This is an optimization exercise on Yosys and OpenROAD, whose aim is small area, a short achievable clock period and few clock cycles, not a production implementation. Power and IR drop assume default switching activity.

lane 1:
==> flow/design.v (excerpt) <==
module ps2_keyboard_to_hid_report #(
   parameter int KEY_MAP_BITS = ps2kb_pkg::KEY_MAP_BITS_DEF,
   parameter int REPORT_SLOTS = ps2kb_pkg::REPORT_SLOTS_DEF
) (
   input  wire logic                          clock,
   input  wire logic                          reset,
   input  wire logic                          req_tvalid,
   output logic                               req_tready,
   input  wire logic                          req_tuser,   
   input  wire logic [7:0]                    req_tdata,   
   output logic                               rsp_tvalid,
   input  wire logic                          rsp_tready,
   output logic [ps2kb_pkg::RSP_DATA_W-1:0]   rsp_tdata,
   input  wire logic                          csr_valid,
   output logic                               csr_ready,
   input  wire logic [9:0]                    csr_data     
);
   localparam int NS = 6;   
   localparam logic [127:0] KEYS = 128'h0000003ffffffffffffbfffffffffff2;
   assign csr_ready = 1'b1;
   logic busy_ff;                       
   logic e_go;                          
   logic p_scan;                        
   logic       a_valid_ff, s_valid_ff, rdy_ff;
   logic [8:0] a_item_ff, s_item_ff;    
   logic       a_take;                  
   logic       acc;
   assign req_tready = rdy_ff;
   assign acc        = req_tvalid && rdy_ff;
   always_ff @(posedge clock) begin
      if (reset) begin
         a_valid_ff <= 1'b0;
         s_valid_ff <= 1'b0;
         rdy_ff     <= 1'b0;
      end else begin
         if (!a_valid_ff || a_take) begin
            a_valid_ff <= s_valid_ff || acc;
            s_valid_ff <= 1'b0;
            rdy_ff     <= 1'b1;
         end else if (acc) begin
            s_valid_ff <= 1'b1;
            rdy_ff     <= 1'b0;
         end else begin
            rdy_ff     <= !s_valid_ff;
         end
      end
   end
   always_ff @(posedge clock) begin
      if (!a_valid_ff || a_take) begin
         a_item_ff <= s_valid_ff ? s_item_ff : {req_tuser, req_tdata};
      end
      if (!s_valid_ff) begin
         s_item_ff <= {req_tuser, req_tdata};
      end
   end
   logic       e0_ff, e1_ff, rel_ff;
   logic       b_valid_ff, b_tick_ff, b_brk_ff;
   logic [6:0] b_key_ff;
  ...
For scale: ~220 flip-flops, roughly 91 I/O pins, roughly 13000 um^2 of cells after synthesis.
==> flow/config.mk <==
export PLATFORM = sky130hd
export DESIGN_NAME = ps2_keyboard_to_hid_report
export DESIGN_NICKNAME = ps2_keyboard_to_hid_report
export VERILOG_FILES = /design/flow/design.v
export SDC_FILE = /design/flow/constraint.sdc
export NUM_CORES = 4
export LEC_CHECK = 0
export CAP_MARGIN = 20
export CORE_MARGIN = 2
export CORE_UTILIZATION = 40
export CTS_BUF_LIST = sky130_fd_sc_hd__clkbuf_4 sky130_fd_sc_hd__clkbuf_8
export CTS_CLUSTER_DIAMETER = 50
export CTS_CLUSTER_SIZE = 20
export PLACE_DENSITY = 0.6
export SETUP_SLACK_MARGIN = 5.0
export SLEW_MARGIN = 20

export BUFFER_PORTS_ARGS = -buffer_cell sky130_fd_sc_hd__buf_2
==> flow/constraint.sdc <==
create_clock -name core_clock -period 8.0 [get_ports {clock}]
set_input_delay 1.6000 -clock core_clock [delete_from_list [all_inputs] [get_ports {clock}]]
set_output_delay 1.6000 -clock core_clock [all_outputs]
set_load 0.01 [all_outputs]
standard.sh (not shown) runs the stock make flow with config.mk's settings and CLKGATE_MAP_FILE= SYNTH_SCRIPT=/design/flow/synth_recipe.tcl, a recipe that flattens the netlist after the stock synthesis.
==> flow/flow/run.sh <==
#!/bin/bash
# The standard layout (the standard.sh, all steps), with one change to how it is made:
# the buffers that placement puts on every input and output port are buf_2 cells instead of
# the cell buffer_ports picks by default (a slow clkdlybuf4s50_1).
set -euo pipefail
printf '\nexport BUFFER_PORTS_ARGS = -buffer_cell sky130_fd_sc_hd__buf_2\n' >> config.mk
bash standard.sh > standard.log 2>&1
Both conditions hold for lane 1: the flow ran to the end and the final layout passed the timing, design-rule and antenna checks.
Input changes introduced in lane 2 (baseline for comparison: lane 1):
--- a/flow/design.v
+++ b/flow/design.v
@@ -1046,13 +1046,13 @@
    logic         m_valid_ff, m_tick_ff, m_brk_ff, m_member_ff;
    logic [6:0]   m_key_ff;
    logic [6:0]   km;                    
    logic         e_wr;                  
    logic         m_member;
    assign m_load   = !busy_ff && (!m_valid_ff || (e_go && !p_scan));
-   assign km       = busy_ff ? ticks_ff[6:0] : b_key_ff;
+   assign km       = busy_ff ? ~ticks_ff[6:0] : b_key_ff;
    assign m_member = (e_wr && m_key_ff == km) ? !m_brk_ff : map_ff[km];
    always_ff @(posedge clock) begin
       if (reset) begin
          m_valid_ff <= 1'b0;
       end else if (busy_ff) begin
          m_valid_ff <= !scan_end;
@@ -1202,13 +1202,15 @@
             over_ff <= 1'b0;
             busy_ff <= 1'b1;
          end
          if (scan_end) begin
             busy_ff <= 1'b0;
          end
-         if (do_scan || do_rep) begin
+         if (do_scan) begin
+            ticks_ff <= 10'(7'd127 - 7'd101);    
+         end else if (do_rep) begin
             ticks_ff <= 10'd0;
          end else if (busy_ff || (e_go && m_tick_ff)) begin
             ticks_ff <= ticks_ff + 10'd1;
          end
       end
    end
==> comparison <==
- Area of all sequential standard cells delta (lane 2 -> lane 1): insignificant
- Relative to lane 1, share of cell area taken by muxes after synthesis has gone down in lane 2.
- Compared to lane 1, the router laid down more metal wire for lane 2.
- Delta (lane 2 minus lane 1): data arrival time at the worst-slack endpoint now smaller; final clock period utilization by the worst path comparable; total of cells resized after clock tree synthesis now larger; global-route usage now larger; worst hold slack across all endpoints now smaller.
- Lane 2 against lane 1: clock buffer count increased about 23%; combinational power share went up 1.4 points; final worst setup slack saw a decrease; final-stage net count has increased.
- Looking only at sequential fraction of the synthesis area, and setting everything else aside, the higher value of lane 1 and lane 2 goes to lane 1.
No functional check of the RTL was part of any run of this note.

[re-timing with driven ports]
The flow's constraints put no driver on any port. The routed layouts listed below were extracted and timed again, unchanged, in two steps.
Step 1 sets driving cells, clkbuf_16 on the clock port and buf_2 on the other inputs (assumed; they add their load-dependent delay and slew).
Step 2 also shifts input and output timing later by t, the mid clock arrival at the registers, as if the neighbouring blocks saw the same clock.
a / b / c = ideal ports / drivers / drivers and shift; a / b = the first two.
run	shift t [ns]	setup WS [ns]	pins driven straight from the clock port
lane 1	0.621	5.057 / 5.039 / 4.459	1
lane 2	0.634	5.047 / 5.000 / 4.487	1
After both steps every run listed still meets setup and hold. The setup slack of lane 1, which loses most, moves by -0.018 ns with the drivers and by -0.598 ns with both steps.
